From an optimization exercise on the open Yosys and OpenROAD flow, aimed at a short achievable clock period and few clock cycles; shortcuts taken in it are not production practice. Only simulation tests tie the RTL to the original design; equivalence was not proved. Power figures rest on the tool's default switching activity, not on a simulated workload.

==> flow/design.v <==
package rvIsaPkg;
	typedef logic [31:0] wordT;
	typedef logic [31:0] addrT;
	typedef logic [4:0]  regIdxT;
	localparam logic [6:0] OpReg    = 7'b0110011;
	localparam logic [6:0] OpImm    = 7'b0010011;
	localparam logic [6:0] OpLoad   = 7'b0000011;
	localparam logic [6:0] OpStore  = 7'b0100011;
	localparam logic [6:0] OpBranch = 7'b1100011;
	localparam logic [6:0] OpJal    = 7'b1101111;
	localparam logic [2:0] Funct3Beq = 3'b000;
	localparam logic [2:0] Funct3Bne = 3'b001;
	localparam logic [2:0] Funct3Add = 3'b000;
	localparam logic [2:0] Funct3Slt = 3'b010;
	localparam logic [2:0] Funct3Xor = 3'b100;
	localparam logic [2:0] Funct3Or  = 3'b110;
	localparam logic [2:0] Funct3And = 3'b111;
	localparam int Funct7Sub = 5;
	typedef enum logic [2:0] {
		AluAdd,
		AluSub,
		AluAnd,
		AluOr,
		AluXor,
		AluSlt
	} aluOpT;
endpackage
package rvPipePkg;
	localparam logic [31:0]      ResetPc = 32'h0000_0000;
	localparam logic [31:0]      PcStep  = 32'd4;
	localparam logic [4:0] ZeroReg = 5'd0;
	typedef struct packed {
		logic            regWrite;
		logic            memRead;
		logic            memWrite;
		logic            aluImm;
		logic            aluPc;
		logic [2:0] aluOp;
	} ctrlT;
	typedef struct packed {
		ctrlT             ctrl;
		logic [31:0]      pc;
		logic [31:0]   rs1Val;
		logic [31:0]   rs2Val;
		logic [31:0]   imm;
		logic [4:0] rs1;
		logic [4:0] rs2;
		logic [4:0] rd;
	} decExT;
	typedef struct packed {
		logic [31:0]   aluOut;
		logic [31:0]   storeData;
		logic [4:0] rd;
		logic             regWrite;
		logic             memRead;
		logic             memWrite;
	} exMemT;
	typedef struct packed {
		logic             regWrite;
		logic [4:0] rd;
		logic [31:0]   data;
	} wbT;
endpackage
`timescale 1ns/1ps
module rvPrefixAdd (
	input  logic [31:0] a,
	input  logic [31:0] b,
	input  logic        cin,
	output logic [31:0] h,
	output logic [31:0] c,
	output logic        cout
);
	logic [31:0] g [6];
	logic [31:0] t [6];
	always_comb begin
		g[0] = a & b;
		t[0] = a | b;
		g[0][0] = (a[0] & b[0]) | ((a[0] | b[0]) & cin);
		t[0][0] = 1'b0;
		for (int l = 0; l < 5; l++) begin
			for (int i = 0; i < 32; i++) begin
				if (i >= (1 << l)) begin
					g[l + 1][i] = g[l][i] | (t[l][i] & g[l][i - (1 << l)]);
					t[l + 1][i] = t[l][i] & t[l][i - (1 << l)];
				end else begin
					g[l + 1][i] = g[l][i];
					t[l + 1][i] = t[l][i];
				end
			end
		end
		h = (a | b) & ~(a & b);
		c = {g[5][30:0], cin};
		cout = g[5][31];
	end
endmodule
`timescale 1ns/1ps
module rvCore (
	input  logic           clk,
	input  logic           rstN,
	input  rvIsaPkg::wordT InstrData,
	input  rvIsaPkg::wordT MemData,
	output rvIsaPkg::addrT PC,
	output rvIsaPkg::addrT RWAddress,
	output rvIsaPkg::wordT WriteData,
	output logic           MemRead,
	output logic           MemWrite
);
	logic [31:2] pcF;
	logic        dValid;
	logic [31:0] dInstr;
	logic [31:2] dPc;
	logic [31:2] dPc4;    
	logic [13:2] dLowB;   
	logic        dPred;
	logic [31:1] dSel1, dSel2;   
	logic        eRegWrite, eIsLoad, eIsStore, eMisEq, eMisNe;
	logic [4:0]  eRd;
	logic        eOpAdd, eOpSub, eOpAnd, eOpOr, eOpXor, eOpSlt;
	logic [31:0] eA, eB, eS;
	logic        eSL;   
	logic        eSM;   
	logic [31:2] eAltPc;
	logic        mRegWrite, mIsLoad, mIsStore;
	logic        mReadN;         
	logic [31:1] mWe;            
	logic [4:0]  mRd;
	logic [31:0] mAlu, mStore;
	logic [31:0] regs [1:31];
	logic        mispred;     
	logic        mispredD;    
	logic        sumZero;
	logic [31:2] dAltPc;
	logic        stall;
	logic [31:0] res;
	logic        fIsJal, fPredBr, fSignJ;
	logic [21:2] fLowJ;
	logic [13:2] fLowB;
	logic [31:21] fHiJ;
	logic [31:13] fHiB;
	logic [31:2] fTgtJ, fTgtB, fSeq, fNext;
	assign fIsJal  = InstrData[6] & InstrData[2];
	assign fPredBr = InstrData[6] & ~InstrData[2] & InstrData[31];
	assign fSignJ  = InstrData[31];
	assign fLowJ = {1'b0, pcF[20:2]} + {1'b0, InstrData[31], InstrData[19:12], InstrData[20], InstrData[30:22]};
	assign fLowB = {1'b0, pcF[12:2]} + {1'b0, InstrData[31], InstrData[7], InstrData[30:25], InstrData[11:9]};
	assign fHiJ  = (fSignJ == fLowJ[21]) ? pcF[31:21] : fSignJ ? (pcF[31:21] - 11'd1) : (pcF[31:21] + 11'd1);
	assign fHiB  = fLowB[13] ? pcF[31:13] : (pcF[31:13] - 19'd1);
	assign fTgtJ = {fHiJ, fLowJ[20:2]};
	assign fTgtB = {fHiB, fLowB[12:2]};
	assign fSeq  = pcF + 30'd1;
	assign fNext = fIsJal ? fTgtJ : fPredBr ? fTgtB : fSeq;
	logic [31:2] pcNext;
	logic [31:2] pcOutN;   
	always_comb begin
		if (!rstN) begin
			pcNext = '0;
		end else if (mispred) begin
			pcNext = eAltPc;
		end else if (mispredD) begin
			pcNext = dAltPc;
		end else if (stall) begin
			pcNext = pcF;
		end else begin
			pcNext = fNext;
		end
	end
	always_ff @(posedge clk) begin
		pcF    <= pcNext;
		pcOutN <= ~pcNext;
	end
	assign PC = {~pcOutN, 2'b00};
	always_ff @(posedge clk) begin
		if (!rstN || mispred || mispredD) begin
			dValid <= 1'b0;
		end else if (!stall) begin
			dValid <= 1'b1;
		end
		if (!stall) begin
			dInstr <= InstrData;
			dPred  <= fPredBr;
			dPc    <= pcF;
			dPc4   <= fSeq;
			dLowB  <= fLowB;
			for (int k = 1; k < 32; k++) begin
				dSel1[k] <= (InstrData[19:15] == 5'(k));
				dSel2[k] <= (InstrData[24:20] == 5'(k));
			end
		end
	end
	logic        dIsJal, dIsBr, dIsAlu, dIsAluR, dIsLoad, dIsStore;
	logic [4:0]  dRs1, dRs2, dRd;
	logic [2:0]  dF3;
	logic        dUseImm, dRegWrite;
	logic [31:0] dImmI, dImmS;
	logic [31:0] mData;
	logic [31:0] rf1, rf2, dV1, dV2;
	logic        dHitE1, dHitE2, dHitM1, dHitM2;
	logic        dLive;
	assign dIsJal   = dInstr[6] & dInstr[2];
	assign dIsBr    = dInstr[6] & ~dInstr[2];
	assign dIsAlu   = ~dInstr[6] & dInstr[4];
	assign dIsAluR  = dIsAlu & dInstr[5];
	assign dIsLoad  = ~dInstr[6] & ~dInstr[4] & ~dInstr[5];
	assign dIsStore = ~dInstr[6] & ~dInstr[4] & dInstr[5];
	assign dRd  = dInstr[11:7];
	assign dRs1 = dInstr[19:15];
	assign dRs2 = dInstr[24:20];
	assign dF3  = dInstr[14:12];
	assign dImmI = {{20{dInstr[31]}}, dInstr[31:20]};
	assign dImmS = {{20{dInstr[31]}}, dInstr[31:25], dInstr[11:7]};
	assign stall     = dValid && eIsLoad && (dHitE1 || (dHitE2 && !dUseImm));
	assign dLive     = dValid && !mispred && !stall;
	logic [31:13] dHiB;
	logic [31:2]  dTgtB;
	assign dHiB   = (dInstr[31] == dLowB[13]) ? dPc[31:13] : dInstr[31] ? (dPc[31:13] - 19'd1) : (dPc[31:13] + 19'd1);
	assign dTgtB  = {dHiB, dLowB[12:2]};
	assign dAltPc = dPred ? dPc4 : dTgtB;
	logic        dEarly;
	assign dEarly = dValid && dIsBr && eRegWrite && eOpAdd && !eIsLoad
		&& (((eRd == dRs1) && (dRs2 == 5'd0)) || ((eRd == dRs2) && (dRs1 == 5'd0)));
	assign mispredD = !mispred && dEarly && ((sumZero ^ dF3[0]) != dPred);
	assign dUseImm   = (dIsAlu & ~dIsAluR) | dIsLoad | dIsStore;
	assign dRegWrite = (dIsAlu | dIsLoad | dIsJal) && (dRd != 5'd0);
	assign mData = mIsLoad ? MemData : mAlu;
	always_comb begin
		rf1 = '0;
		rf2 = '0;
		for (int k = 1; k < 32; k++) begin
			rf1 = rf1 | ({32{dSel1[k]}} & regs[k]);
			rf2 = rf2 | ({32{dSel2[k]}} & regs[k]);
		end
	end
	assign dHitM1 = mRegWrite && (mRd == dRs1);
	assign dHitM2 = mRegWrite && (mRd == dRs2);
	assign dV1 = dHitM1 ? mData : rf1;
	assign dV2 = dHitM2 ? mData : rf2;
	assign dHitE1 = eRegWrite && (eRd == dRs1) && !dIsJal;
	assign dHitE2 = eRegWrite && (eRd == dRs2) && !dIsJal;
	always_ff @(posedge clk) begin
		if (!rstN) begin
			eRegWrite <= 1'b0;
			eIsLoad   <= 1'b0;
			eIsStore  <= 1'b0;
			eMisEq    <= 1'b0;
			eMisNe    <= 1'b0;
		end else begin
			eRegWrite <= dLive && dRegWrite;
			eIsLoad   <= dLive && dIsLoad;
			eIsStore  <= dLive && dIsStore;
			eMisEq    <= dLive && dIsBr && !dEarly && (dF3[0] == dPred);
			eMisNe    <= dLive && dIsBr && !dEarly && (dF3[0] != dPred);
		end
	end
	always_ff @(posedge clk) begin
		eRd    <= dRd;
		eAltPc <= dAltPc;
		eOpSub <= dIsAluR && dInstr[30] && (dF3 == 3'b000);
		eOpAdd <= ((dIsAlu && (dF3 == 3'b000)) && !(dIsAluR && dInstr[30])) || dIsLoad || dIsStore || dIsJal;
		eOpSlt <= dIsAlu && (dF3 == 3'b010);
		eOpXor <= dIsAlu && (dF3 == 3'b100);
		eOpOr  <= dIsAlu && (dF3 == 3'b110);
		eOpAnd <= dIsAlu && (dF3 == 3'b111);
		eA  <= dIsJal ? {dPc4, 2'b00} : !dHitE1 ? dV1 : res;
		eB  <= dIsJal ? 32'd0 : dUseImm ? (dIsStore ? dImmS : dImmI) : !dHitE2 ? dV2 : res;
		eS  <= dV2;
		eSL <= dHitE2 && eIsLoad;
		eSM <= dHitE2 && !eIsLoad;
	end
	logic [31:0] opA, opB, opS;
	logic        lt, eq;
	assign opA = eA;
	assign opB = eB;
	assign opS = eSL ? MemData : eSM ? mAlu : eS;
	logic [31:0] hAdd, cAdd, hSub, cSub;
	logic        coAdd, coSub;
	rvPrefixAdd addU (.a(opA), .b(opB), .cin(1'b0), .h(hAdd), .c(cAdd), .cout(coAdd));
	rvPrefixAdd subU (.a(opA), .b(~opB), .cin(1'b1), .h(hSub), .c(cSub), .cout(coSub));
	assign lt = (opA[31] != opB[31]) ? opA[31] : (hSub[31] ^ cSub[31]);
	assign eq = (opA == opB);
	logic [31:0] addOne, addZero, subOne, subZero;
	assign addOne  = {32{eOpAdd}} & ~hAdd;
	assign addZero = {32{eOpAdd}} & hAdd;
	assign subOne  = {32{eOpSub}} & ~hSub;
	assign subZero = {32{eOpSub}} & hSub;
	logic [31:0] resLogic;
	always_comb begin
		for (int i = 0; i < 32; i++) begin
			res[i] = (cAdd[i] ? addOne[i] : addZero[i]) | (cSub[i] ? subOne[i] : subZero[i]) | resLogic[i];
		end
	end
	assign resLogic = ({32{eOpAnd}} & (opA & opB))
		| ({32{eOpOr}}  & (opA | opB))
		| ({32{eOpXor}} & (opA ^ opB))
		| {31'b0, eOpSlt & lt};
	assign mispred = eq ? eMisEq : eMisNe;
	assign sumZero = ((opA ^ opB) == {opA[30:0] | opB[30:0], 1'b0});
	always_ff @(posedge clk) begin
		if (!rstN) begin
			mRegWrite <= 1'b0;
			mIsLoad   <= 1'b0;
			mReadN    <= 1'b1;
			mWe       <= '0;
			mIsStore  <= 1'b0;
		end else begin
			mRegWrite <= eRegWrite;
			mIsLoad   <= eIsLoad;
			mReadN    <= !eIsLoad;
			for (int k = 1; k < 32; k++) begin
				mWe[k] <= eRegWrite && (eRd == 5'(k));
			end
			mIsStore  <= eIsStore;
		end
	end
	always_ff @(posedge clk) begin
		mRd    <= eRd;
		mAlu   <= res;
		mStore <= opS;
	end
	assign RWAddress = mAlu;
	assign WriteData = mStore;
	assign MemRead   = !mReadN;
	assign MemWrite  = mIsStore;
	always_ff @(posedge clk) begin
		for (int k = 1; k < 32; k++) begin
			if (mWe[k]) begin
				regs[k] <= mData;
			end
		end
	end
endmodule
==> flow/flow/run.sh <==
#!/bin/bash
# Own layout flow: the standard ORFS flow (standard.sh: same synthesis
# script, same registers) with extra make settings:
#   ADDER_MAP_FILE=        adders are left to abc as plain gates instead of the
#                          platform's slow full/half-adder cells
#   MATCH_CELL_FOOTPRINT=0 the resizer may swap a cell for a faster one of
#                          another footprint
#   BUFFER_PORTS_ARGS      the port buffers are plain buf_4 cells rather than
#                          the delay cells buffer_ports picks by default
#   DONT_USE_CELLS         the platform's list plus slow cells (wide or/nor/and,
#                          maj3, and the non-inverting and-or / or-and cells),
#                          so abc maps to fast inverting gates
# Each step's full output is in orfs/logs/; make's own output is in flow.log.
set -euo pipefail
PLATFORM_DONT_USE="sky130_fd_sc_hd__probe_p_8 sky130_fd_sc_hd__probec_p_8 sky130_fd_sc_hd__lpflow_bleeder_1 sky130_fd_sc_hd__lpflow_clkbufkapwr_1 sky130_fd_sc_hd__lpflow_clkbufkapwr_16 sky130_fd_sc_hd__lpflow_clkbufkapwr_2 sky130_fd_sc_hd__lpflow_clkbufkapwr_4 sky130_fd_sc_hd__lpflow_clkbufkapwr_8 sky130_fd_sc_hd__lpflow_clkinvkapwr_1 sky130_fd_sc_hd__lpflow_clkinvkapwr_16 sky130_fd_sc_hd__lpflow_clkinvkapwr_2 sky130_fd_sc_hd__lpflow_clkinvkapwr_4 sky130_fd_sc_hd__lpflow_clkinvkapwr_8 sky130_fd_sc_hd__lpflow_decapkapwr_12 sky130_fd_sc_hd__lpflow_decapkapwr_3 sky130_fd_sc_hd__lpflow_decapkapwr_4 sky130_fd_sc_hd__lpflow_decapkapwr_6 sky130_fd_sc_hd__lpflow_decapkapwr_8 sky130_fd_sc_hd__lpflow_inputiso0n_1 sky130_fd_sc_hd__lpflow_inputiso0p_1 sky130_fd_sc_hd__lpflow_inputiso1n_1 sky130_fd_sc_hd__lpflow_inputiso1p_1 sky130_fd_sc_hd__lpflow_inputisolatch_1 sky130_fd_sc_hd__lpflow_isobufsrc_1 sky130_fd_sc_hd__lpflow_isobufsrc_16 sky130_fd_sc_hd__lpflow_isobufsrc_2 sky130_fd_sc_hd__lpflow_isobufsrc_4 sky130_fd_sc_hd__lpflow_isobufsrc_8 sky130_fd_sc_hd__lpflow_isobufsrckapwr_16 sky130_fd_sc_hd__lpflow_lsbuf_lh_hl_isowell_tap_1 sky130_fd_sc_hd__lpflow_lsbuf_lh_hl_isowell_tap_2 sky130_fd_sc_hd__lpflow_lsbuf_lh_hl_isowell_tap_4 sky130_fd_sc_hd__lpflow_lsbuf_lh_isowell_4 sky130_fd_sc_hd__lpflow_lsbuf_lh_isowell_tap_1 sky130_fd_sc_hd__lpflow_lsbuf_lh_isowell_tap_2 sky130_fd_sc_hd__lpflow_lsbuf_lh_isowell_tap_4"
SLOW=" sky130_fd_sc_hd__or3_1 sky130_fd_sc_hd__or3_2 sky130_fd_sc_hd__or3_4 sky130_fd_sc_hd__or3b_1 sky130_fd_sc_hd__or3b_2 sky130_fd_sc_hd__or3b_4 sky130_fd_sc_hd__or4_1 sky130_fd_sc_hd__or4_2 sky130_fd_sc_hd__or4_4 sky130_fd_sc_hd__or4b_1 sky130_fd_sc_hd__or4b_2 sky130_fd_sc_hd__or4b_4 sky130_fd_sc_hd__or4bb_1 sky130_fd_sc_hd__or4bb_2 sky130_fd_sc_hd__or4bb_4 sky130_fd_sc_hd__nor4_1 sky130_fd_sc_hd__nor4_2 sky130_fd_sc_hd__nor4_4 sky130_fd_sc_hd__nor4b_1 sky130_fd_sc_hd__nor4b_2 sky130_fd_sc_hd__nor4b_4 sky130_fd_sc_hd__nor4bb_1 sky130_fd_sc_hd__nor4bb_2 sky130_fd_sc_hd__nor4bb_4 sky130_fd_sc_hd__and4_1 sky130_fd_sc_hd__and4_2 sky130_fd_sc_hd__and4_4 sky130_fd_sc_hd__and4b_1 sky130_fd_sc_hd__and4b_2 sky130_fd_sc_hd__and4b_4 sky130_fd_sc_hd__and4bb_1 sky130_fd_sc_hd__and4bb_2 sky130_fd_sc_hd__and4bb_4 sky130_fd_sc_hd__maj3_1 sky130_fd_sc_hd__maj3_2 sky130_fd_sc_hd__maj3_4 sky130_fd_sc_hd__a2111o_1 sky130_fd_sc_hd__a2111o_2 sky130_fd_sc_hd__a2111o_4 sky130_fd_sc_hd__o2111a_1 sky130_fd_sc_hd__o2111a_2 sky130_fd_sc_hd__o2111a_4 sky130_fd_sc_hd__a2111oi_0 sky130_fd_sc_hd__a2111oi_1 sky130_fd_sc_hd__a2111oi_2 sky130_fd_sc_hd__a2111oi_4 sky130_fd_sc_hd__o2111ai_1 sky130_fd_sc_hd__o2111ai_2 sky130_fd_sc_hd__o2111ai_4 sky130_fd_sc_hd__a2111o_1 sky130_fd_sc_hd__a2111o_2 sky130_fd_sc_hd__a2111o_4 sky130_fd_sc_hd__a211o_1 sky130_fd_sc_hd__a211o_2 sky130_fd_sc_hd__a211o_4 sky130_fd_sc_hd__a21bo_1 sky130_fd_sc_hd__a21bo_2 sky130_fd_sc_hd__a21bo_4 sky130_fd_sc_hd__a21o_1 sky130_fd_sc_hd__a21o_2 sky130_fd_sc_hd__a21o_4 sky130_fd_sc_hd__a221o_1 sky130_fd_sc_hd__a221o_2 sky130_fd_sc_hd__a221o_4 sky130_fd_sc_hd__a22o_1 sky130_fd_sc_hd__a22o_2 sky130_fd_sc_hd__a22o_4 sky130_fd_sc_hd__a2bb2o_1 sky130_fd_sc_hd__a2bb2o_2 sky130_fd_sc_hd__a2bb2o_4 sky130_fd_sc_hd__a311o_1 sky130_fd_sc_hd__a311o_2 sky130_fd_sc_hd__a311o_4 sky130_fd_sc_hd__a31o_1 sky130_fd_sc_hd__a31o_2 sky130_fd_sc_hd__a31o_4 sky130_fd_sc_hd__a32o_1 sky130_fd_sc_hd__a32o_2 sky130_fd_sc_hd__a32o_4 sky130_fd_sc_hd__a41o_1 sky130_fd_sc_hd__a41o_2 sky130_fd_sc_hd__a41o_4 sky130_fd_sc_hd__o2111a_1 sky130_fd_sc_hd__o2111a_2 sky130_fd_sc_hd__o2111a_4 sky130_fd_sc_hd__o211a_1 sky130_fd_sc_hd__o211a_2 sky130_fd_sc_hd__o211a_4 sky130_fd_sc_hd__o21a_1 sky130_fd_sc_hd__o21a_2 sky130_fd_sc_hd__o21a_4 sky130_fd_sc_hd__o21ba_1 sky130_fd_sc_hd__o21ba_2 sky130_fd_sc_hd__o21ba_4 sky130_fd_sc_hd__o221a_1 sky130_fd_sc_hd__o221a_2 sky130_fd_sc_hd__o221a_4 sky130_fd_sc_hd__o22a_1 sky130_fd_sc_hd__o22a_2 sky130_fd_sc_hd__o22a_4 sky130_fd_sc_hd__o2bb2a_1 sky130_fd_sc_hd__o2bb2a_2 sky130_fd_sc_hd__o2bb2a_4 sky130_fd_sc_hd__o311a_1 sky130_fd_sc_hd__o311a_2 sky130_fd_sc_hd__o311a_4 sky130_fd_sc_hd__o31a_1 sky130_fd_sc_hd__o31a_2 sky130_fd_sc_hd__o31a_4 sky130_fd_sc_hd__o32a_1 sky130_fd_sc_hd__o32a_2 sky130_fd_sc_hd__o32a_4 sky130_fd_sc_hd__o41a_1 sky130_fd_sc_hd__o41a_2 sky130_fd_sc_hd__o41a_4"
EXTRA="ADDER_MAP_FILE= MATCH_CELL_FOOTPRINT=0"
sed "s#CLKGATE_MAP_FILE= #CLKGATE_MAP_FILE= ${EXTRA} #" standard.sh > own_standard.sh
grep -q "MATCH_CELL_FOOTPRINT=0" own_standard.sh
bash own_standard.sh "DONT_USE_CELLS=${PLATFORM_DONT_USE} ${SLOW}" \
	"BUFFER_PORTS_ARGS=-buffer_cell sky130_fd_sc_hd__buf_4" finish > flow.log 2>&1
test -f out/final.def
==> flow/standard.sh <==
#!/bin/bash
# synth_recipe.tcl (not shown) runs the flow's synth.tcl, then flattens the netlist and writes it again
# the make line also repeats each setting of config.mk as NAME=value (left out here)
make -C /OpenROAD-flow-scripts/flow DESIGN_CONFIG=/design/flow/config.mk WORK_HOME=/design/flow/orfs CLKGATE_MAP_FILE= SYNTH_SCRIPT=/design/flow/synth_recipe.tcl "${@:-finish}"
==> flow/config.mk <==
export PLATFORM = sky130hd
export DESIGN_NAME = rvCore
export DESIGN_NICKNAME = rvCore
export VERILOG_FILES = /design/flow/design.v
export SDC_FILE = /design/flow/constraint.sdc
export NUM_CORES = 4
export LEC_CHECK = 0
export CAP_MARGIN = 20
export CORE_MARGIN = 2
export CORE_UTILIZATION = 40
export PLACE_DENSITY = 0.6
export SETUP_SLACK_MARGIN = 4
export SLEW_MARGIN = 20
==> flow/constraint.sdc <==
create_clock -name core_clock -period 7.0 [get_ports {clk}]
set_input_delay 1.4000 -clock core_clock [delete_from_list [all_inputs] [get_ports {clk}]]
set_output_delay 1.4000 -clock core_clock [all_outputs]
set_load 0.01 [all_outputs]
==> impl_metrics.ini, run 1 <==
[power_and_ir_drop]
p_sw_frac = 0.2946
ir_drop_v = 0.0002742
power_frac_comb = 0.177
clkPwrFrac = 0.362
leakage_nw = 26.66
seqPwrFrac = 0.460
intPower_mw = 16.51
power_switching_mw = 6.897
p_per_area_nw_per_um2 = 296.4

[setup_path]
critical_path_buf_inv_count = 1
r2r-end = eA[23]
crit_required_ps = 7700
arrival_ps = 4000
r2r_slack_ps = 3730
timing.critical_path.slowest_stage_cell = a21oi_4
cp-end-kind = register
max_stage_delay_ps = 290
path_cells = buf_6 > xor2_4 > nand2_1 > nor2_4 > and2_4 > a32oi_4 > a31oi_4 > nand3_4 > a21oi_4 > nor2_2 > o311ai_2 > nand4_1 > nor2b_1
critPathKind = input port to register
r2r_cells = 7
reg2reg_from = dSel1[10]
critPathMaxFanout = 18
cp-start-kind = input port
path_delay_family = simple AND/OR/NAND/NOR gates

[detailed_routing]
wire_per_inst_um = 38.08
vias_per_cell = 7.097
dr.pass1.iters = 10
num_vias = 57831
wl_mm = 310.3
drc = 0
ant_nets = 0
drt_iter0_markers = 13318

[layout]
drive_above_1_share = 0.2168
final_cell_area_um2 = 78980
fill_cells = 14362
syn_to_final_growth_pct = 20.24
fin_nets = 5906

[worst_hold_path]
hold_depth = 0
hp-class = register to register
hold_start = dInstr[7]
worstHoldEndpoint = eRd[0]

[sta]
setup_ws_ps = 3703
slew_headroom = 0.2269
hold_viol = 0
setup_violations = 0
timing.final.crit_share = 0.4710
final_max_slew_viol_count = 0
rsz0062_at_grt = true
skew_ps = 45.54
fin_tns_setup_ps = 0
fin_crit_ps = 3297
fmax_mhz = 303.3
worst_pin_slew_ps = 1160

[global_routing]
met1_usage = 0.4678
grt_pass1_vias = 54068
antenna_found_initial = 13
use_met2 = 0.4758
grtUsageTotal = 0.3544
grt_max_degree = 56
grt-ovfl-total = 0
grt_busiest_layer = met2
grt_pass1_wl_mm = 418.1
grtUsageMet3 = 0.1561

[synthesis]
synth_top_family_by_area = compound AO/OA/AOI/OAI gates
synth_cells = 5577
synth_top_area_cell = edfxtp_1
synth.area.top_cells = edfxtp_1 (52%), a22oi_1 (11%), dfxtp_1 (9.4%)
netlist.area_leader.share = 0.5235
syn_area_per_cell_um2 = 11.78
synth_fa_ha_area_frac = 0
synth_area_um2 = 65680
synth-simple-area-share = 0.1119
synth_flop_cell = edfxtp_1
yosys_warnings = 5
synthArstFlopShare = 0
synth_edf_count = 1145
synth_seq_cells = 1454
synth_xor_area_frac = 0.02623
ys_seq_area_frac = 0.6176
synth-compound-area-share = 0.1930
synthMuxAreaShare = 0.01852
yosys.cell_types.count = 82

[cts]
path_clk_slew_ps = 60
cts_hold_buf = 0
htree_levels = 4
root_buffer = clkbuf_16
cts_max_path_buffers = 3
tritoncts = done
cts_sinks = 1454
cts_made_buffers = 152
clk_latency_ps = 820

[floorplan]
start_util = 0.4031
ios = 164
std_cell_rows = 148
die_h_um = 409.2
core-area_um2 = 163000
die_w_um = 409.2
die_area_um2 = 167500

[place]
gp_congestion = 0.9808
dp_slack_ps = 2532
hpwl_mm = 175.9
placed_area_um2 = 69520
portBuffers = 158

[flow_run]
drv_cap = 0

[status]
status = no timing/DRC/antenna violations
-- metal layers --
layer / up-vias / share of wire
met5: - / 0.00072
met4: 18 / 0.078
met3: 1374 / 0.18
met2: 6001 / 0.39
met1: 27960 / 0.35
li1: 22478 / -
-- stage by stage --
stage	utilization	instances	power, mW	hold WS, ps
final	0.4847	8149	23.41	442.3
after global routing	0.4846	8145	23.95	450.8
after CTS	0.4738	8077	22.91	442.0
after detailed placement	0.4266	7684	14.21	427.7
after global placement	0.4266	7684	14.17	419.5
after floorplan	-	5578	12.72	359.2
-- state kept, by name (all words and copies together), names as in the netlist, 5 cells and up --
| name | cells |
|---|---|
| mWe | 31 |
| dLowB | 12 |
| dSel1 | 31 |
| pcOutN | 30 |
| eB | 32 |
| dPc4 | 30 |
| dSel2 | 31 |
| mStore | 32 |
| regs | 992 |
| mRd | 5 |
| eA | 32 |
| mAlu | 32 |
| dPc | 19 |
| eS | 32 |
| pcF | 30 |
| dInstr | 29 |
| eRd | 5 |
| eAltPc | 30 |
-- cell families after synthesis --
kind of cell,count (synthesis)
DFF,1454
AOI/OAI and AO/OA,1806
and+or+nand+nor,1468
buffers and inverters,536
xor gates and xnor gates,195
muxes,117
other,1
-- final cells by class --
class                      count  area [um^2]  area share
clock buffer                 201         4192     0.05307
timing repair inverter         3        18.77   0.0002376
tap                         2175         2721     0.03446
multi-input combinational   3589        25340      0.3208
clock inverter                82        979.7     0.01240
timing repair buffer         504         4285     0.05426
sequential                  1454        40870      0.5175
inverter                     136        563.0    0.007129
antenna                        5        12.51   0.0001584
-- worst max path at each step --
| stage | start | endpoint | slack (ps) | cells past startpoint |
|---|---|---|---|---|
| 2_1_floorplan | InstrData[16] | pcOutN[31] | 3360 | 13 |
| 3_3_place_gp | eA[10] | pcOutN[22] | 2490 | 12 |
| 3_5_place_dp | InstrData[27] | pcF[29] | 2530 | 13 |
| 4_1_cts | InstrData[9] | pcF[31] | 3780 | 14 |
| 5_1_grt | InstrData[27] | pcOutN[28] | 3580 | 14 |
| 6_report | InstrData[16] | pcOutN[28] | 3700 | 13 |
-- Yosys cell counts, drive strengths merged, types with 16 or more instances --
| master | instances |
|---|---|
| o22ai | 66 |
| nand2 | 351 |
| nand3b | 18 |
| nand3 | 63 |
| nor3 | 153 |
| o21ai | 225 |
| clkbuf | 286 |
| xor2 | 63 |
| and3 | 26 |
| a21oi | 263 |
| nand2b | 75 |
| nand4b | 65 |
| o211ai | 36 |
| a211oi | 35 |
| o221ai | 19 |
| o31ai | 24 |
| inv | 133 |
| nor2 | 388 |
| nor2b | 40 |
| a31oi | 48 |
| nand4 | 225 |
| a22oi | 934 |
| mux2i | 81 |
| o21bai | 16 |
| buf | 114 |
| edfxtp | 1145 |
| a221oi | 16 |
| a222oi | 65 |
| xnor2 | 132 |
| or2 | 21 |
| and2 | 29 |
| mux2 | 36 |
| dfxtp | 309 |
-- power groups by stage --
stage          registers, mW  logic [mW]  clock network, mW
3_5_place_dp            10.9        3.34                  0
4_1_cts                 10.7        3.70               8.48
2_1_floorplan           10.6        2.16                  0
5_1_grt                 10.8        4.33               8.82
3_3_place_gp            10.9        3.31                  0
6_report                10.8        4.15               8.47
-- layout by cell type (no fill, tap or decap), types with 26 or more instances in the layout --
master / instances
a22oi_1: 925
dfxtp_2: 58
nor3_2: 39
nand2_1: 332
o22ai_1: 62
nor3_1: 103
clkinv_2: 26
a222oi_1: 65
o21ai_2: 27
edfxtp_1: 1145
nor2_2: 27
mux2i_1: 73
nand4b_1: 65
nor2_1: 340
buf_4: 431
clkbuf_16: 160
clkbuf_1: 33
mux2_2: 28
nand2b_1: 69
inv_1: 126
buf_6: 39
xor2_1: 55
o21ai_0: 156
o211ai_1: 35
a31oi_1: 34
xnor2_1: 100
nand4_1: 224
dfxtp_1: 190
dfxtp_4: 61
nand3_1: 56
nor2b_1: 36
o21ai_1: 34
a21oi_1: 229
-- repair_timing --
action,CTS,global route
pin swaps,64,105
hold endpoints to repair,0,0
gates resized for setup,404,293
cloned,6,3
setup endpoints to repair,278,188
setup buffers,104,63
Testbench counts, summed over its fixed seeds: cycles 148,417.
==> inputs of run 2 (changes only) <==
--- a/flow/design.v
+++ b/flow/design.v
@@ -134,4 +134,7 @@
 	logic [31:0] res;
 	logic        fIsJal, fPredBr, fSignJ;
+	logic        dAddKnown, dAddZero;
+	logic [31:1] regIsOne;   
+	logic [4:0]  dRs1, dRs2, dRd;
 	logic [21:2] fLowJ;
 	logic [13:2] fLowB;
@@ -140,10 +143,14 @@
 	logic [31:2] fTgtJ, fTgtB, fSeq, fNext;
 	assign fIsJal  = InstrData[6] & InstrData[2];
-	assign fPredBr = InstrData[6] & ~InstrData[2] & InstrData[31];
+	logic        fMatch;
+	assign fMatch  = dAddKnown
+		&& (((InstrData[19:15] == dRd) && (InstrData[24:20] == 5'd0))
+		|| ((InstrData[24:20] == dRd) && (InstrData[19:15] == 5'd0)));
+	assign fPredBr = InstrData[6] & ~InstrData[2] & (fMatch ? (dAddZero ^ InstrData[12]) : InstrData[31]);
 	assign fSignJ  = InstrData[31];
 	assign fLowJ = {1'b0, pcF[20:2]} + {1'b0, InstrData[31], InstrData[19:12], InstrData[20], InstrData[30:22]};
 	assign fLowB = {1'b0, pcF[12:2]} + {1'b0, InstrData[31], InstrData[7], InstrData[30:25], InstrData[11:9]};
 	assign fHiJ  = (fSignJ == fLowJ[21]) ? pcF[31:21] : fSignJ ? (pcF[31:21] - 11'd1) : (pcF[31:21] + 11'd1);
-	assign fHiB  = fLowB[13] ? pcF[31:13] : (pcF[31:13] - 19'd1);
+	assign fHiB  = (InstrData[31] == fLowB[13]) ? pcF[31:13] : InstrData[31] ? (pcF[31:13] - 19'd1) : (pcF[31:13] + 19'd1);
 	assign fTgtJ = {fHiJ, fLowJ[20:2]};
 	assign fTgtB = {fHiB, fLowB[12:2]};
@@ -189,5 +196,4 @@
 	end
 	logic        dIsJal, dIsBr, dIsAlu, dIsAluR, dIsLoad, dIsStore;
-	logic [4:0]  dRs1, dRs2, dRd;
 	logic [2:0]  dF3;
 	logic        dUseImm, dRegWrite;
@@ -209,4 +215,7 @@
 	assign dImmI = {{20{dInstr[31]}}, dInstr[31:20]};
 	assign dImmS = {{20{dInstr[31]}}, dInstr[31:25], dInstr[11:7]};
+	assign dAddKnown = dValid && dIsAlu && !dIsAluR && (dF3 == 3'b000) && (dInstr[31:20] == 12'hFFF)
+		&& (dRd != 5'd0) && !dHitE1 && !dHitM1;
+	assign dAddZero  = |(dSel1 & regIsOne);
 	assign stall     = dValid && eIsLoad && (dHitE1 || (dHitE2 && !dUseImm));
 	assign dLive     = dValid && !mispred && !stall;
@@ -219,5 +228,8 @@
 	assign dEarly = dValid && dIsBr && eRegWrite && eOpAdd && !eIsLoad
 		&& (((eRd == dRs1) && (dRs2 == 5'd0)) || ((eRd == dRs2) && (dRs1 == 5'd0)));
-	assign mispredD = !mispred && dEarly && ((sumZero ^ dF3[0]) != dPred);
+	logic        dMisZ, dMisNz;
+	assign dMisZ    = dEarly && (dF3[0] == dPred);
+	assign dMisNz   = dEarly && (dF3[0] != dPred);
+	assign mispredD = sumZero ? dMisZ : dMisNz;
 	assign dUseImm   = (dIsAlu & ~dIsAluR) | dIsLoad | dIsStore;
 	assign dRegWrite = (dIsAlu | dIsLoad | dIsJal) && (dRd != 5'd0);
@@ -327,4 +339,13 @@
 			end
 		end
+	end
+	always_ff @(posedge clk) begin
+		for (int k = 1; k < 32; k++) begin
+			if (!rstN) begin
+				regIsOne[k] <= 1'b0;
+			end else if (mWe[k]) begin
+				regIsOne[k] <= (mData == 32'd1);
+			end
+		end
 	end
 endmodule
==> run 2 against run 1 <==
  * First-iteration DRC count increased by 1.3%
  * Largest power group unchanged
  * Sequential share of layout area decreased by 1.3 points
  * Power increased by 3.6%
  * Worst setup slack improved by 33 ps
  * Global-route usage increased by 1.1 points
  * Die area increased by 3.5%
  * Register-to-register slack about the same
  * Clock power increased by 2%
==> impl_metrics.ini, run 2 <==
[global_routing]
antenna_found_initial = 18
grt-ovfl-total = 0
grtUsageTotal = 0.3654
grt_pass1_wl_mm = 442.0
grt_max_degree = 69
grt_pass1_vias = 55655

[cts]
path_clk_slew_ps = 60
htree_levels = 4
tritoncts = done
clk_latency_ps = 850
cts_max_path_buffers = 3
cts_made_buffers = 158
cts_sinks = 1485
root_buffer = clkbuf_16

[power_and_ir_drop]
leakage_nw = 27.63
p_per_area_nw_per_um2 = 295.3
ir_drop_v = 0.0002381

[setup_path]
critPathKind = register to register
arrival_ps = 4020
cp-start-kind = register
critPathMaxFanout = 5
cp-end-kind = register
crit_required_ps = 7750

[layout]
fin_nets = 6256
final_util = 0.4855
largest_reg_flops = 992
syn_to_final_growth_pct = 20.69
drive_above_1_share = 0.2171
final_common_cell = edfxtp_1
fill_cells = 14897
regMostFlops = regs
mostFrequentLayoutCells = edfxtp_1 (1145), a22oi_1 (928), buf_4 (465), nor2_1 (413), nand2_1 (319)
final_cells = 8545

[place]
gp_congestion = 1.007
dp_cells = 8030
dp_slack_ps = 2221
hpwl_mm = 186.2
portBuffers = 158

[sta]
final_max_slew_viol_count = 0
worst_pin_slew_ps = 1327
rsz0062_at_grt = true
timing.final.crit_share = 0.4663
setup_violations = 0
slew_headroom = 0.1115
skew_ps = 40.31
fin_crit_ps = 3264
hold_viol = 0
fmax_mhz = 306.4
fin_tns_setup_ps = 0
setup_ws_ps = 3736

[floorplan]
die_h_um = 416.4
start_util = 0.4023
ios = 164
die_area_um2 = 173400
die_w_um = 416.4
core-area_um2 = 169100
std_cell_rows = 151

[detailed_routing]
dr.pass1.iters = 13
drc = 0
num_vias = 61008
wire_per_inst_um = 38.92
ant_nets = 0
wl_mm = 332.6
vias_per_cell = 7.140
drt_iter0_markers = 13497

[status]
status = no timing/DRC/antenna violations

[synthesis]
yosys.cell_types.count = 70
synth_top_area_cell = edfxtp_1
yosys_warnings = 5
synth_flop_cell = edfxtp_1
synth_area_um2 = 68020
synth_cells = 5903
synth_seq_cells = 1485
netlist.area_leader.share = 0.5055
yosys-top-cells-count = edfxtp_1 (1145), a22oi_1 (940), nor2_1 (442)
synth_edf_count = 1145
synth.area.top_cells = edfxtp_1 (51%), a22oi_1 (10%), dfxtp_1 (10%)
syn_area_per_cell_um2 = 11.52
synthArstFlopShare = 0
ys_seq_area_frac = 0.6055
synth.most_common_cell = edfxtp_1

[flow_run]
drv_cap = 0

[worst_hold_path]
hp-class = register to register
[run 2: changes by cell type after synthesis, sizes merged, moves of 18 or more]
cell / before / now
buf: 114 / 93
nor2: 388 / 442
mux2i: 81 / 130
dfxtp: 309 / 340
nand2: 351 / 326
nand4: 225 / 243
a21oi: 263 / 287
nand2b: 75 / 98
clkbuf: 286 / 342
nand3: 63 / 100
[run 2: through the flow]
stage | power (mW) | instance area [um^2] | hold slack, ps
detailed placement | 14.81 | 72060 | 426.5
CTS | 23.63 | 80080 | 435.0
global route | 24.75 | 82080 | 462.7
global placement | 14.77 | 72050 | 421.1
finish | 24.24 | 82100 | 453.4
floorplan | 13.10 | 68410 | 361.1
[run 2: cell families (layout without fill, tap and decap cells)]
logic type,after synthesis,in the layout,share of synthesized area
AOI/OAI and AO/OA,1846,1846,0.1895
xor gates and xnor gates,209,209,0.02691
buffers and inverters,576,990,0.03327
DFF,1485,1485,0.6055
muxes,166,167,0.02509
other,1,9,0.00005513
and+or+nand+nor,1620,1621,0.1196
[run 2: final timing paths]
path                            startpoint          to  slack [ps]  cells after the start
worst max register to register  dInstr[11]  pcOutN[22]        3740                     15
worst min-delay path                eRd[4]      mRd[4]         450                      0
worst min register to register      eRd[4]      mRd[4]         450                      0
worst max-delay path            dInstr[11]  pcOutN[22]        3740                     15
[run 2: cell type report]
type                       instances  area [um^2]  area share
timing repair inverter            10        50.05   0.0006096
multi-input combinational       3845        27120      0.3303
clock inverter                    76        807.0    0.009830
antenna                            7        17.52   0.0002134
timing repair buffer             549         4870     0.05932
sequential                      1485        41410      0.5044
tap                             2218         2775     0.03380
clock buffer                     214         4443     0.05412
inverter                         141        603.1    0.007346
[run 2: repair_timing]
action | CTS | global route
setup endpoints to repair | 388 | 234
hold buffers | 0 | 0
resized for setup | 441 | 275
setup buffers | 108 | 90
cloned | 10 | 9
pin swaps | 64 | 115
[run 2: per-layer routing]
metal / share of wire / vias to the layer above / global-route usage
met5: 0.00041 / - / 0
met4: 0.086 / 22 / 0.2336
met3: 0.17 / 1572 / 0.1593
met2: 0.38 / 6341 / 0.4856
met1: 0.35 / 29425 / 0.4809
li1: - / 23648 / -
[run 2: worst max-delay path, stage by stage (launching register included)]
cell	delay, ps
edfxtp_1	530
or2_1	320
o311ai_2	260
and3b_2	250
nand3_2	140
a211oi_4	60
buf_6	140
o21ai_4	240
buf_12	170
buf_6	120
a31oi_4	90
a21oi_4	220
nand3_1	90
o211ai_1	260
buf_4	160
a2bb2oi_2	140
[run 2: power breakdown]
| part | switching, mW | total (mW) | internal (mW) |
|---|---|---|---|
| combinational | 3.06 | 4.60 | 1.53 |
| sequential | 0.549 | 11.0 | 10.5 |
| clock | 3.78 | 8.62 | 4.84 |
Testbench counts of run 2, summed over its fixed seeds: cycles 145,478.
==> inputs of run 3 (changes only) <==
--- a/flow/design.v
+++ b/flow/design.v
@@ -114,4 +114,7 @@
 	logic        dPred;
 	logic [31:1] dSel1, dSel2;   
+	logic        dIsOne1;        
+	logic [31:1] fSel1;
+	logic [31:0] mData;
 	logic        eRegWrite, eIsLoad, eIsStore, eMisEq, eMisNe;
 	logic [4:0]  eRd;
@@ -143,4 +146,9 @@
 	logic [31:2] fTgtJ, fTgtB, fSeq, fNext;
 	assign fIsJal  = InstrData[6] & InstrData[2];
+	always_comb begin
+		for (int k = 1; k < 32; k++) begin
+			fSel1[k] = (InstrData[19:15] == 5'(k));
+		end
+	end
 	logic        fMatch;
 	assign fMatch  = dAddKnown
@@ -189,4 +197,6 @@
 			dPc4   <= fSeq;
 			dLowB  <= fLowB;
+			dIsOne1 <= (mRegWrite && (mRd == InstrData[19:15])) ? (mData == 32'd1)
+				: |(fSel1 & regIsOne);
 			for (int k = 1; k < 32; k++) begin
 				dSel1[k] <= (InstrData[19:15] == 5'(k));
@@ -199,5 +209,4 @@
 	logic        dUseImm, dRegWrite;
 	logic [31:0] dImmI, dImmS;
-	logic [31:0] mData;
 	logic [31:0] rf1, rf2, dV1, dV2;
 	logic        dHitE1, dHitE2, dHitM1, dHitM2;
@@ -217,5 +226,5 @@
 	assign dAddKnown = dValid && dIsAlu && !dIsAluR && (dF3 == 3'b000) && (dInstr[31:20] == 12'hFFF)
 		&& (dRd != 5'd0) && !dHitE1 && !dHitM1;
-	assign dAddZero  = |(dSel1 & regIsOne);
+	assign dAddZero  = dIsOne1;
 	assign stall     = dValid && eIsLoad && (dHitE1 || (dHitE2 && !dUseImm));
 	assign dLive     = dValid && !mispred && !stall;
==> run 3 against run 2 <==
  * Synthesized cell count is 2.4% lower
  * Critical path depth fell by 3
  * Hold slack got worse by 12 ps
  * Power decreased by 3.3%
  * Sequential share of layout area is 0.74 points higher
  * Synthesized area fell by 0.88%
==> impl_metrics.ini, run 3 <==
[floorplan]
die_area_um2 = 171900
die_w_um = 414.6
start_util = 0.4032
core-area_um2 = 167200
std_cell_rows = 150
ios = 164
die_h_um = 414.6

[synthesis]
synth_flop_cell = edfxtp_1
yosys_warnings = 5
synthMuxAreaShare = 0.02383
synth.most_common_cell = edfxtp_1
synth_xor_area_frac = 0.02845
netlist.area_leader.share = 0.5104
synth.area.top_cells = edfxtp_1 (51%), a22oi_1 (11%), dfxtp_1 (10%)
synth-simple-area-share = 0.1159
synthArstFlopShare = 0
synth_seq_cells = 1486
syn_area_per_cell_um2 = 11.70
synth_fa_ha_area_frac = 0
synth_edf_count = 1146
synth_top_family_by_area = compound AO/OA/AOI/OAI gates
yosys-top-cells-count = edfxtp_1 (1146), a22oi_1 (943), nor2_1 (380)
yosys.cell_types.count = 75
synth_cells = 5764
synth-compound-area-share = 0.1873
synth_top_area_cell = edfxtp_1
ys_seq_area_frac = 0.6114
synth_area_um2 = 67420

[global_routing]
grt_pass1_wl_mm = 433.7
grtUsageTotal = 0.3583
antenna_found_initial = 12
grt-ovfl-total = 0
grt_max_degree = 75
grt_pass1_vias = 55274

[sta]
slew_headroom = 0.1803
skew_ps = 59.73
timing.final.crit_share = 0.4624
final_max_slew_viol_count = 0
fin_tns_setup_ps = 0
hold_viol = 0
setup_violations = 0
fmax_mhz = 308.9
fin_crit_ps = 3237
rsz0062_at_grt = true
worst_pin_slew_ps = 1230

[detailed_routing]
num_vias = 59475
wl_met3_mm = 57.86
drc = 0
drt-met1-wl_mm = 112.1
vias_per_cell = 7.107
drt_iter0_markers = 13111
wl_met2_mm = 126.7
dr.pass1.iters = 11
ant_nets = 0
wire_per_inst_um = 38.48
wl_mm = 322.0
top_layer_used = met5

[power_and_ir_drop]
ir_drop_v = 0.0002208
power_frac_comb = 0.183
power_switching_mw = 6.948
intPower_mw = 16.48
seqPwrFrac = 0.465
p_sw_frac = 0.2966
clkPwrFrac = 0.352
leakage_nw = 27.34
p_per_area_nw_per_um2 = 289.2

[place]
portBuffers = 158
hpwl_mm = 180.1
gp_congestion = 0.9870

[layout]
final_util = 0.4844
largest_reg_flops = 992
drive_above_1_share = 0.2173
mostFrequentLayoutCells = edfxtp_1 (1146), a22oi_1 (939), buf_4 (446), nor2_1 (351), nand2_1 (346)
final_common_cell = edfxtp_1
regMostFlops = regs
fin_nets = 6100
syn_to_final_growth_pct = 20.15
fill_cells = 14689

[cts]
cts_made_buffers = 151
cts_hold_buf = 0
tritoncts = done
root_buffer = clkbuf_16
cts_max_path_buffers = 3
clk_latency_ps = 820
cts_sinks = 1486
htree_levels = 4
path_clk_slew_ps = 60

[worst_hold_path]
hold_depth = 0
hold_start = eRd[4]
worstHoldEndpoint = mRd[4]
hp-class = register to register

[setup_path]
arrival_ps = 3940
reg2reg_from = eB[3]
cp-startpoint = eB[3]
cp-start-kind = register
r2r-end = pcOutN[28]
critPathKind = register to register
crit_required_ps = 7700
critPathMaxFanout = 10
r2r_slack_ps = 3760
cp-end-kind = register
r2r_cells = 12

[status]
status = no timing/DRC/antenna violations

[flow_run]
drv_cap = 0
-- run 3: changes by cell type after synthesis, sizes merged, moves of 14 or more --
cell | before | now
nor2 | 442 | 382
clkbuf | 342 | 300
nand2 | 326 | 363
nand2b | 98 | 62
buf | 93 | 121
nor2b | 55 | 71
nor3 | 144 | 128
or2 | 36 | 20
nand4 | 243 | 228
nand3b | 13 | 27
-- run 3: power by group through the flow --
stage | logic (mW) | clock network (mW) | registers, mW
after floorplan | 2.17 | 0 | 10.7
after global routing | 4.44 | 8.57 | 10.9
after CTS | 3.82 | 8.25 | 10.9
final | 4.28 | 8.26 | 10.9
after global placement | 3.41 | 0 | 11.0
after detailed placement | 3.43 | 0 | 11.0
-- run 3: worst max path at each step --
stage               slack (ps)  cells past startpoint    endpoint
global placement          2380                     14  pcOutN[28]
CTS                       3840                     15  pcOutN[27]
floorplan                 3390                     16  pcOutN[21]
global route              3740                     15     pcF[14]
detailed placement        2380                     14  pcOutN[28]
finish                    3760                     12  pcOutN[28]
-- run 3: layer usage --
metal  track usage  vias up
li1              -    23083
met2        0.4928     6209
met1        0.4689    28756
met5      0.001945        -
met3        0.1498     1411
met4        0.2102       16
-- run 3: timing repair --
item	4_1_cts	5_1_grt
cloned	12	2
pin swaps	100	125
endpoints found under the setup margin	348	232
resized for setup	466	282
buffers inserted	98	95
hold endpoints to repair	0	0
-- run 3: logic make-up (layout without fill, tap and decap cells) --
logic type	count (synthesis)	in the layout
and+or+nand+nor	1543	1545
muxes	156	156
AOI/OAI and AO/OA	1805	1805
xor gates and xnor gates	219	219
DFF	1486	1486
buffers and inverters	554	944
other	1	9
-- run 3: stage by stage --
stage | cell area (um^2) | instances | hold slack (ps) | worst slack [ps] | power (mW)
floorplan | 67670 | 5765 | 360.7 | 3394 | 12.89
global placement | 71210 | 7878 | 423.8 | 2384 | 14.40
detailed placement | 71210 | 7878 | 426.8 | 2376 | 14.43
CTS | 78990 | 8264 | 438.2 | 3841 | 22.92
global route | 80990 | 8362 | 449.6 | 3736 | 23.93
finish | 81010 | 8368 | 441.2 | 3763 | 23.43
-- run 3: area by class of cell --
class,instances,area [um^2],area share
Antenna cell,7,17.52,0.0002162
Clock buffer,197,4044,0.04992
Clock inverter,79,908.4,0.01121
Inverter,133,540.5,0.006672
Multi-Input combinational cell,3727,26550,0.3277
Sequential cell,1486,41460,0.5118
Tap cell,2204,2758,0.03404
Timing Repair Buffer,533,4726,0.05834
Timing Repair inverter,2,10.01,0.0001236
-- run 3: worst max-delay path, stage by stage (launching register included) --
cell and delay [ps]:
dfxtp_2 400, xnor2_2 510, nand4_1 200, nor3_2 210, nand4_1 380, mux2i_4 380, buf_6 150, nor2b_4 200
nand2_4 130, clkinvlp_4 170, o21ai_1 70, nand3b_1 190, and2_4 150
Testbench counts of run 3, summed over its fixed seeds: cycles 145,478.
==> inputs of run 4 (changes only) <==
--- a/flow/design.v
+++ b/flow/design.v
@@ -114,8 +114,10 @@
 	logic        dPred;
 	logic [31:1] dSel1, dSel2;   
+	logic [31:1] dSel1n, dSel2n;
 	logic        dIsOne1;        
 	logic [31:1] fSel1;
 	logic [31:0] mData;
 	logic        eRegWrite, eIsLoad, eIsStore, eMisEq, eMisNe;
+	logic        eMisEqN, eMisNeN;   
 	logic [4:0]  eRd;
 	logic        eOpAdd, eOpSub, eOpAnd, eOpOr, eOpXor, eOpSlt;
@@ -131,4 +133,5 @@
 	logic [31:0] regs [1:31];
 	logic        mispred;     
+	logic        mispredHi;   
 	logic        mispredD;    
 	logic        sumZero;
@@ -166,23 +169,23 @@
 	assign fNext = fIsJal ? fTgtJ : fPredBr ? fTgtB : fSeq;
 	logic [31:2] pcNext;
-	logic [31:2] pcOutN;   
 	always_comb begin
-		if (!rstN) begin
-			pcNext = '0;
-		end else if (mispred) begin
-			pcNext = eAltPc;
-		end else if (mispredD) begin
-			pcNext = dAltPc;
-		end else if (stall) begin
-			pcNext = pcF;
-		end else begin
-			pcNext = fNext;
+		for (int p = 2; p < 32; p++) begin
+			if (!rstN) begin
+				pcNext[p] = 1'b0;
+			end else if ((p >= 17) ? mispredHi : mispred) begin
+				pcNext[p] = eAltPc[p];
+			end else if (mispredD) begin
+				pcNext[p] = dAltPc[p];
+			end else if (stall) begin
+				pcNext[p] = pcF[p];
+			end else begin
+				pcNext[p] = fNext[p];
+			end
 		end
 	end
 	always_ff @(posedge clk) begin
 		pcF    <= pcNext;
-		pcOutN <= ~pcNext;
 	end
-	assign PC = {~pcOutN, 2'b00};
+	assign PC = {pcF, 2'b00};
 	always_ff @(posedge clk) begin
 		if (!rstN || mispred || mispredD) begin
@@ -199,8 +202,15 @@
 			dIsOne1 <= (mRegWrite && (mRd == InstrData[19:15])) ? (mData == 32'd1)
 				: |(fSel1 & regIsOne);
-			for (int k = 1; k < 32; k++) begin
-				dSel1[k] <= (InstrData[19:15] == 5'(k));
-				dSel2[k] <= (InstrData[24:20] == 5'(k));
-			end
+		end
+	end
+	logic [4:0] fRs1, fRs2;
+	assign fRs1 = stall ? dInstr[19:15] : InstrData[19:15];
+	assign fRs2 = stall ? dInstr[24:20] : InstrData[24:20];
+	always_ff @(posedge clk) begin
+		for (int k = 1; k < 32; k++) begin
+			dSel1[k]  <= (fRs1 == 5'(k));
+			dSel2[k]  <= (fRs2 == 5'(k));
+			dSel1n[k] <= !(fRs1 == 5'(k));
+			dSel2n[k] <= !(fRs2 == 5'(k));
 		end
 	end
@@ -248,6 +258,6 @@
 		rf2 = '0;
 		for (int k = 1; k < 32; k++) begin
-			rf1 = rf1 | ({32{dSel1[k]}} & regs[k]);
-			rf2 = rf2 | ({32{dSel2[k]}} & regs[k]);
+			rf1 = rf1 | ({{16{!dSel1n[k]}}, {16{dSel1[k]}}} & regs[k]);
+			rf2 = rf2 | ({{16{!dSel2n[k]}}, {16{dSel2[k]}}} & regs[k]);
 		end
 	end
@@ -265,4 +275,6 @@
 			eMisEq    <= 1'b0;
 			eMisNe    <= 1'b0;
+			eMisEqN   <= 1'b1;
+			eMisNeN   <= 1'b1;
 		end else begin
 			eRegWrite <= dLive && dRegWrite;
@@ -271,4 +283,6 @@
 			eMisEq    <= dLive && dIsBr && !dEarly && (dF3[0] == dPred);
 			eMisNe    <= dLive && dIsBr && !dEarly && (dF3[0] != dPred);
+			eMisEqN   <= !(dLive && dIsBr && !dEarly && (dF3[0] == dPred));
+			eMisNeN   <= !(dLive && dIsBr && !dEarly && (dF3[0] != dPred));
 		end
 	end
@@ -314,5 +328,6 @@
 		| ({32{eOpXor}} & (opA ^ opB))
 		| {31'b0, eOpSlt & lt};
-	assign mispred = eq ? eMisEq : eMisNe;
+	assign mispred   = eq ? eMisEq : eMisNe;
+	assign mispredHi = eq ? !eMisEqN : !eMisNeN;
 	assign sumZero = ((opA ^ opB) == {opA[30:0] | opB[30:0], 1'b0});
 	always_ff @(posedge clk) begin
==> run 4 against run 3 <==
  * Clock skew down 18 ps
  * Critical path type unchanged
  * First-iteration DRC count up 5.4%
  * Count of clock-buffer cells in the layout up 17
  * Synthesized area up 3.0%
  * Sequential power about the same
  * Critical path depth down 2
  * Core utilization up 0.36 points
  * Die area up 3.0%
==> impl_metrics.ini, run 4 <==
[power_and_ir_drop]
p_per_area_nw_per_um2 = 290.0
total_power_mw = 24.36
leakage_nw = 29.72
seqPwrFrac = 0.457
power_frac_comb = 0.192
power_switching_mw = 7.384
intPower_mw = 16.98
ir_drop_v = 0.0002148
p_sw_frac = 0.3031
clkPwrFrac = 0.351

[setup_path]
crit_required_ps = 7650
critPathKind = register to register
critPathMaxFanout = 10
arrival_ps = 4020
max_stage_delay_ps = 660
timing.critical_path.slowest_stage_cell = o22ai_1
path_cells = buf_4 > clkinvlp_4 > a22oi_1 > o221ai_1 > nor3_1 > nand4_1 > o22ai_1 > nor2_1 > a21oi_1 > o21ai_1
cp-end-kind = register
cp-start-kind = register

[sta]
fmax_mhz = 297.0
fin_crit_ps = 3367
hold_viol = 0
worst_pin_slew_ps = 1374
rsz0062_at_grt = true
timing.final.crit_share = 0.4810
setup_violations = 0
skew_ps = 41.82
final_max_slew_viol_count = 0
fin_tns_setup_ps = 0
slew_headroom = 0.06597

[synthesis]
synth_edf_count = 1084
synth_seq_cells = 1520
synth.most_common_cell = edfxtp_1
synth_cells = 6165
synth_top_area_cell = edfxtp_1
ys_seq_area_frac = 0.5943
netlist.area_leader.share = 0.4686
synth_flop_cell = edfxtp_1
synth_area_um2 = 69460
yosys_warnings = 5
synthArstFlopShare = 0
syn_area_per_cell_um2 = 11.27
yosys.cell_types.count = 90
synth.area.top_cells = edfxtp_1 (47%), dfxtp_1 (13%), a22oi_1 (5.4%)
yosys-top-cells-count = edfxtp_1 (1084), a22oi_1 (499), nand2_1 (442)

[layout]
final_common_cell = edfxtp_1
syn_to_final_growth_pct = 20.94
regMostFlops = regs
fin_nets = 6623
final_cell_area_um2 = 84000
final_cells = 9010
largest_reg_flops = 992
drive_above_1_share = 0.2217
final_util = 0.4881
mostFrequentLayoutCells = edfxtp_1 (1084), buf_4 (569), a22oi_1 (485), nand2_1 (429), inv_1 (375)
fill_cells = 15398

[global_routing]
grt_pass1_vias = 57306
grt_pass1_wl_mm = 460.3
grt_max_degree = 71
grtUsageTotal = 0.3757
antenna_found_initial = 19
grt-ovfl-total = 0

[detailed_routing]
num_vias = 63149
dr.pass1.iters = 12
wire_per_inst_um = 38.31
wl_mm = 345.1
ant_nets = 0
vias_per_cell = 7.009
drt_iter0_markers = 13823
drc = 0

[cts]
cts_made_buffers = 158
clk_latency_ps = 830
cts_sinks = 1520
cts_max_path_buffers = 3
root_buffer = clkbuf_16
path_clk_slew_ps = 60
htree_levels = 4
tritoncts = done

[place]
hpwl_mm = 203.4
dp_cells = 8418
gp_congestion = 1.034
placed_area_um2 = 73590
portBuffers = 158

[floorplan]
die_h_um = 420.7
die_w_um = 420.7
die_area_um2 = 177000
ios = 164
start_util = 0.4036
core-area_um2 = 172100
std_cell_rows = 152

[worst_hold_path]
hp-class = register to register

[status]
status = no timing/DRC/antenna violations

[flow_run]
drv_cap = 0
-- run 4: final timing paths --
check                                from     end  slack (ps)  cells past startpoint
worst max-delay path            dSel1n[5]  eA[20]        3630                     10
worst min-delay path            eAltPc[6]  pcF[6]         440                      2
worst max register to register  dSel1n[5]  eA[20]        3630                     10
worst min register to register  eAltPc[6]  pcF[6]         440                      2
-- run 4: through the flow --
step                worst slack [ps]  hold slack, ps
floorplan                       3462           360.0
global placement                2152           427.5
detailed placement              2134           433.1
CTS                             3813           440.4
global route                    3675           467.1
finish                          3633           435.8
-- run 4: per-layer routing --
metal  part of all wire  vias to the layer above  track usage
met5             0.0012                        -     0.007381
met2               0.40                     6426       0.5174
met4              0.090                       24       0.2482
met1               0.35                    30352       0.4791
met3               0.17                     1769       0.1566
li1                   -                    24578            -
-- run 4: cells by family after synthesis --
logic type,count (synthesis),share of synthesized area
AO/OA/AOI/OAI,1884,0.1986
XOR/XNOR,224,0.02846
other,1,0.00005399
flip-flops,1520,0.5943
multiplexers,158,0.02365
buffers and inverters,841,0.04746
AND/OR/NAND/NOR,1537,0.1074
-- run 4: what timing repair did --
| action | 4_1_cts | 5_1_grt |
|---|---|---|
| cloned | 4 | 3 |
| gates resized for setup | 465 | 232 |
| endpoints found under the setup margin | 497 | 314 |
| pin swaps | 101 | 90 |
| hold buffers | 0 | 0 |
| setup buffers | 140 | 142 |
-- run 4: cell type report --
cell class | count | area [um^2] | share of cell area
well taps | 2310 | 2890 | 0.03441
clock inverters | 73 | 733.2 | 0.008728
flip-flops and latches | 1520 | 41550 | 0.4946
repair buffers | 642 | 5449 | 0.06487
diodes | 16 | 40.04 | 0.0004766
repair inverters | 2 | 13.76 | 0.0001638
inverters | 427 | 1769 | 0.02106
multi-input cells | 3806 | 27160 | 0.3233
clock buffers | 214 | 4402 | 0.05240
-- run 4: power groups by stage --
stage,sequential (mW),clock (mW),combinational [mW]
2_1_floorplan,11.0,0,2.30
3_3_place_gp,11.3,0,3.73
3_5_place_dp,11.3,0,3.77
4_1_cts,11.1,8.53,4.12
5_1_grt,11.2,8.89,4.85
6_report,11.1,8.55,4.68
-- run 4: worst max-delay path: cells and delay by family (launching register included) --
family                 cells  cell delay [ps]
buffers and inverters      2              970
and+or+nand+nor            3              470
AOI/OAI and AO/OA          5             1440
DFF                        1              300
Testbench counts of run 4, summed over its fixed seeds: cycles 145,478.

separate check: timing with driven ports:
The flow's constraints put no driver on any port. The routed layouts listed below were extracted and timed again, unchanged, in two steps.
Step 1 assumes that a clkbuf_16 drives the clock port and a buf_2 every other input.
Step 2 times the ports against the registers' clock, not the clock port: input delays grow and output delays shrink by t, the midpoint of the rising clock arrivals with the driver on.
Three values: ideal, step 1, step 2; two values: the first two.
run	shift t [ns]	setup slack, ns	worst setup path after step 2	latest minus earliest clock arrival (ns)	slew at the worst register clock pin (ns)
run 1	0.890	3.703 / 3.727 / 2.837	input to register	0.046 / 0.046	0.07 / 0.07
run 2	0.909	3.736 / 3.736 / 2.945	input to register	0.051 / 0.051	0.07 / 0.07
run 3	0.875	3.763 / 3.751 / 2.876	input to register	0.060 / 0.060	0.07 / 0.07
run 4	0.905	3.633 / 3.633 / 2.850	input to register	0.045 / 0.045	0.07 / 0.07
After both steps every run listed still meets setup and hold. For run 3, which loses most, drivers alone change the setup slack by -0.012 ns; drivers and shift together by -0.887 ns.
